What follows belongs to an exercise in optimizing a design on an open flow for small area and a short achievable clock period; a production flow would make more cautious choices. Where RTL was checked, it was by simulation tests only, not by an equivalence proof against the original. Power and IR drop assume default switching activity.

== P ==
==> module bbox_screen_clip, before the edit <==
module bbox_screen_clip (
    input  logic [215:0] verts,
    input  logic [47:0]  screen,
    input  logic [2:0]   mask,
    input  logic [2:0]   ordx,
    input  logic [2:0]   ordy,
    input  logic         clx,
    input  logic         cly,
    output logic [95:0]  box
);
    logic [23:0] vx [3];
    logic [23:0] vy [3];
    logic [23:0] scr_x, scr_y;
    logic [23:0] mnx, mny, mxx, mxy;
    logic [23:0] ll_x, ll_y, ur_x, ur_y;
    logic        negx, negy;
    assign {scr_x, scr_y} = screen;
    always_comb begin
        for (int v = 0; v < 3; v++) begin
            vx[v] = verts[72*v + 48 +: 24];
            vy[v] = verts[72*v + 24 +: 24];
        end
    end
    function automatic logic [23:0] pick_min(input logic [2:0] o,
                                             input logic [23:0] a,
                                             input logic [23:0] b,
                                             input logic [23:0] c);
        logic s0, s1, s2;
        s0 = o[0] & o[1];
        s1 = ~o[0] & o[2];
        s2 = ~(s0 | s1);
        pick_min = ({24{s0}} & a) | ({24{s1}} & b) | ({24{s2}} & c);
    endfunction
    function automatic logic [23:0] pick_max(input logic [2:0] o,
                                             input logic [23:0] a,
                                             input logic [23:0] b,
                                             input logic [23:0] c);
        logic s0, s1, s2;
        s0 = ~o[0] & ~o[1];
        s1 = o[0] & ~o[2];
        s2 = ~(s0 | s1);
        pick_max = ({24{s0}} & a) | ({24{s1}} & b) | ({24{s2}} & c);
    endfunction
    always_comb begin
        mnx = pick_min(ordx, vx[0], vx[1], vx[2]);
        mny = pick_min(ordy, vy[0], vy[1], vy[2]);
        mxx = pick_max(ordx, vx[0], vx[1], vx[2]);
        mxy = pick_max(ordy, vy[0], vy[1], vy[2]);
        negx = vx[0][23] | vx[1][23] | vx[2][23];
        negy = vy[0][23] | vy[1][23] | vy[2][23];
        ll_x = negx ? 24'd0 : {1'b0, mnx[22:10], mnx[9:7] & mask, 7'd0};
        ll_y = negy ? 24'd0 : {1'b0, mny[22:10], mny[9:7] & mask, 7'd0};
        ur_x = clx ? scr_x : {mxx[23:10], mxx[9:7] & mask, 7'd0};
        ur_y = cly ? scr_y : {mxy[23:10], mxy[9:7] & mask, 7'd0};
    end
    assign box = {ll_x, ll_y, ur_x, ur_y};
endmodule
clock: 9.0 ns
lec_check: 0
cap_margin: 20
core_margin: 2
core_utilization: 65
cts_cluster_diameter: 100
cts_cluster_size: 30
place_density: 0.75
slew_margin: 20
standard.sh (not shown) runs the stock make flow with config.mk's settings and CLKGATE_MAP_FILE= SYNTH_SCRIPT=/design/flow/synth_recipe.tcl, a recipe that flattens the netlist after the stock synthesis.
==> flow/flow/run.sh <==
#!/bin/bash
# Standard ORFS layout (standard.sh, unchanged synthesis) with small port
# buffers and, after global placement (flow/post_gp.tcl), a balanced buffer
# tree for the flip-flop enables and the output port buffers moved next to
# the flip-flops that drive them. repair_timing gets a tighter setup target.
# The clock period and constraints stay the design's.
set -euo pipefail
bash standard.sh \
  BUFFER_PORTS_ARGS="-buffer_cell sky130_fd_sc_hd__buf_1" \
  POST_GLOBAL_PLACE_TCL="$(pwd)/flow/post_gp.tcl" \
  SETUP_SLACK_MARGIN=5.0 TNS_END_PERCENT=10 \
  finish > orfs_make.log 2>&1
Other scripts of this flow, unchanged in this note and not shown: flow/flow/halt_tree.tcl, flow/flow/out_bufs.tcl, flow/flow/post_gp.tcl
## Diff of input files: Q against P
--- a/flow/design.v
+++ b/flow/design.v
@@ -69,5 +69,4 @@
     logic [23:0] mnx, mny, mxx, mxy;
     logic [23:0] ll_x, ll_y, ur_x, ur_y;
-    logic        negx, negy;
     assign {scr_x, scr_y} = screen;
     always_comb begin
@@ -102,8 +101,6 @@
         mxx = pick_max(ordx, vx[0], vx[1], vx[2]);
         mxy = pick_max(ordy, vy[0], vy[1], vy[2]);
-        negx = vx[0][23] | vx[1][23] | vx[2][23];
-        negy = vy[0][23] | vy[1][23] | vy[2][23];
-        ll_x = negx ? 24'd0 : {1'b0, mnx[22:10], mnx[9:7] & mask, 7'd0};
-        ll_y = negy ? 24'd0 : {1'b0, mny[22:10], mny[9:7] & mask, 7'd0};
+        ll_x = mnx[23] ? 24'd0 : {1'b0, mnx[22:10], mnx[9:7] & mask, 7'd0};
+        ll_y = mny[23] ? 24'd0 : {1'b0, mny[22:10], mny[9:7] & mask, 7'd0};
         ur_x = clx ? scr_x : {mxx[23:10], mxx[9:7] & mask, 7'd0};
         ur_y = cly ? scr_y : {mxy[23:10], mxy[9:7] & mask, 7'd0};
==> run summary <==
In the reports for P and Q, the larger detailed-route vias per instance belongs to P.
In terms of final cell count, Q and P differ only marginally.
Q vs P — total number of vias dropped slightly
Going from P to Q, shortest clock period the worst path allows after layout decreased by 0.021 ns relative to the old numbers; routed wire length saw a decrease; global-route usage fell 0.88 points; met2 capacity usage during global routing picked up an extra 1.7 points; power density relative to cell area climbed 1.8 nW/um^2.
Summary of Q over P: sequential power share now smaller, utilization comparable, total power now larger, share of the yosys chip area belonging to registers comparable.
Worst clock skew of Q is on par with P.
| finished layout cell area | Q vs P | ≈ equal |
No functional check of the RTL was part of P.

---

bbox_top with an RTL version that a note above also has.
Size in the first run: ~38000 um^2 of cells after synthesis.
==> module bbox_screen_clip, before the edit <==
module bbox_screen_clip (
    input  logic [215:0] verts,
    input  logic [47:0]  screen,
    input  logic [2:0]   mask,
    input  logic [2:0]   ordx,
    input  logic [2:0]   ordy,
    input  logic         clx,
    input  logic         cly,
    output logic [95:0]  box
);
    logic [23:0] vx [3];
    logic [23:0] vy [3];
    logic [23:0] scr_x, scr_y;
    logic [23:0] mnx, mny, mxx, mxy;
    logic [23:0] ll_x, ll_y, ur_x, ur_y;
    assign {scr_x, scr_y} = screen;
    always_comb begin
        for (int v = 0; v < 3; v++) begin
            vx[v] = verts[72*v + 48 +: 24];
            vy[v] = verts[72*v + 24 +: 24];
        end
    end
    function automatic logic [23:0] pick_min(input logic [2:0] o,
                                             input logic [23:0] a,
                                             input logic [23:0] b,
                                             input logic [23:0] c);
        logic s0, s1, s2;
        s0 = o[0] & o[1];
        s1 = ~o[0] & o[2];
        s2 = ~(s0 | s1);
        pick_min = ({24{s0}} & a) | ({24{s1}} & b) | ({24{s2}} & c);
    endfunction
    function automatic logic [23:0] pick_max(input logic [2:0] o,
                                             input logic [23:0] a,
                                             input logic [23:0] b,
                                             input logic [23:0] c);
        logic s0, s1, s2;
        s0 = ~o[0] & ~o[1];
        s1 = o[0] & ~o[2];
        s2 = ~(s0 | s1);
        pick_max = ({24{s0}} & a) | ({24{s1}} & b) | ({24{s2}} & c);
    endfunction
    always_comb begin
        mnx = pick_min(ordx, vx[0], vx[1], vx[2]);
        mny = pick_min(ordy, vy[0], vy[1], vy[2]);
        mxx = pick_max(ordx, vx[0], vx[1], vx[2]);
        mxy = pick_max(ordy, vy[0], vy[1], vy[2]);
        ll_x = mnx[23] ? 24'd0 : {1'b0, mnx[22:10], mnx[9:7] & mask, 7'd0};
        ll_y = mny[23] ? 24'd0 : {1'b0, mny[22:10], mny[9:7] & mask, 7'd0};
        ur_x = clx ? scr_x : {mxx[23:10], mxx[9:7] & mask, 7'd0};
        ur_y = cly ? scr_y : {mxy[23:10], mxy[9:7] & mask, 7'd0};
    end
    assign box = {ll_x, ll_y, ur_x, ur_y};
endmodule
clock: 9.0 ns
lec_check: 0
cap_margin: 20
core_margin: 2
core_utilization: 60
cts_cluster_diameter: 100
cts_cluster_size: 30
slew_margin: 20
Scripts as last shown in full above: flow/flow/run.sh
Other scripts of this flow, unchanged in this note and not shown: flow/flow/halt_tree.tcl, flow/flow/out_bufs.tcl, flow/flow/post_gp.tcl
Then changed:
--- a/flow/design.v
+++ b/flow/design.v
@@ -69,4 +69,5 @@
     logic [23:0] mnx, mny, mxx, mxy;
     logic [23:0] ll_x, ll_y, ur_x, ur_y;
+    logic        negx, negy;
     assign {scr_x, scr_y} = screen;
     always_comb begin
@@ -101,6 +102,8 @@
         mxx = pick_max(ordx, vx[0], vx[1], vx[2]);
         mxy = pick_max(ordy, vy[0], vy[1], vy[2]);
-        ll_x = mnx[23] ? 24'd0 : {1'b0, mnx[22:10], mnx[9:7] & mask, 7'd0};
-        ll_y = mny[23] ? 24'd0 : {1'b0, mny[22:10], mny[9:7] & mask, 7'd0};
+        negx = vx[0][23] | vx[1][23] | vx[2][23];
+        negy = vy[0][23] | vy[1][23] | vy[2][23];
+        ll_x = negx ? 24'd0 : {1'b0, mnx[22:10], mnx[9:7] & mask, 7'd0};
+        ll_y = negy ? 24'd0 : {1'b0, mny[22:10], mny[9:7] & mask, 7'd0};
         ur_x = clx ? scr_x : {mxx[23:10], mxx[9:7] & mask, 7'd0};
         ur_y = cly ? scr_y : {mxy[23:10], mxy[9:7] & mask, 7'd0};
The changed run completed with no timing, DRC or antenna violations.
Die area stays flat.
Final cell count went down by 0.36%.
Sequential power stays flat.
Global-route usage went down by 0.31 points.
Sequential share of layout area went up by 0.21 points.
Design area hardly moves.
Via count went down by 0.49%.
Worst hold slack gets worse by 11 ps.
For the second run of this note, only the layout was checked, not whether the RTL still works.

separate check: timing with driven ports:
In the flow no input, the clock included, has a driving cell. The finished layouts below were timed again as built, in two steps. Step 1, drivers: a clkbuf_16 drives clk and a buf_2 each remaining input, both assumed. Step 2 adds t to the input delays and takes it off the output delays; t is the mean of the earliest and latest rising clock arrival at the registers after step 1. Input paths then give back, and output paths get back, about the clock's delay inside the block. Three values: ideal ports, drivers, drivers and shift; two values: the first two.
| run | t (ns) | setup slack, ns | clock arrival spread, ns | worst data-port slew with drivers (ns) | cell pins on the clock port's net |
|---|---|---|---|---|---|
| P | 0.667 | 5.967 / 5.904 / 5.695 | 0.035 / 0.035 | 0.17 | 1 |
| Q | 0.673 | 5.988 / 5.924 / 5.643 | 0.030 / 0.031 | 0.18 | 1 |
| the first run of note 2 | 0.680 | 5.983 / 5.917 / 5.656 | 0.028 / 0.028 | 0.20 | 1 |
| the second run of note 2 | 0.675 | 5.978 / 5.913 / 5.645 | 0.048 / 0.049 | 0.16 | 1 |
After both steps setup and hold are still met in every run listed. The setup slack of Q, which loses most, moves by -0.064 ns with the drivers and by -0.345 ns with both steps.
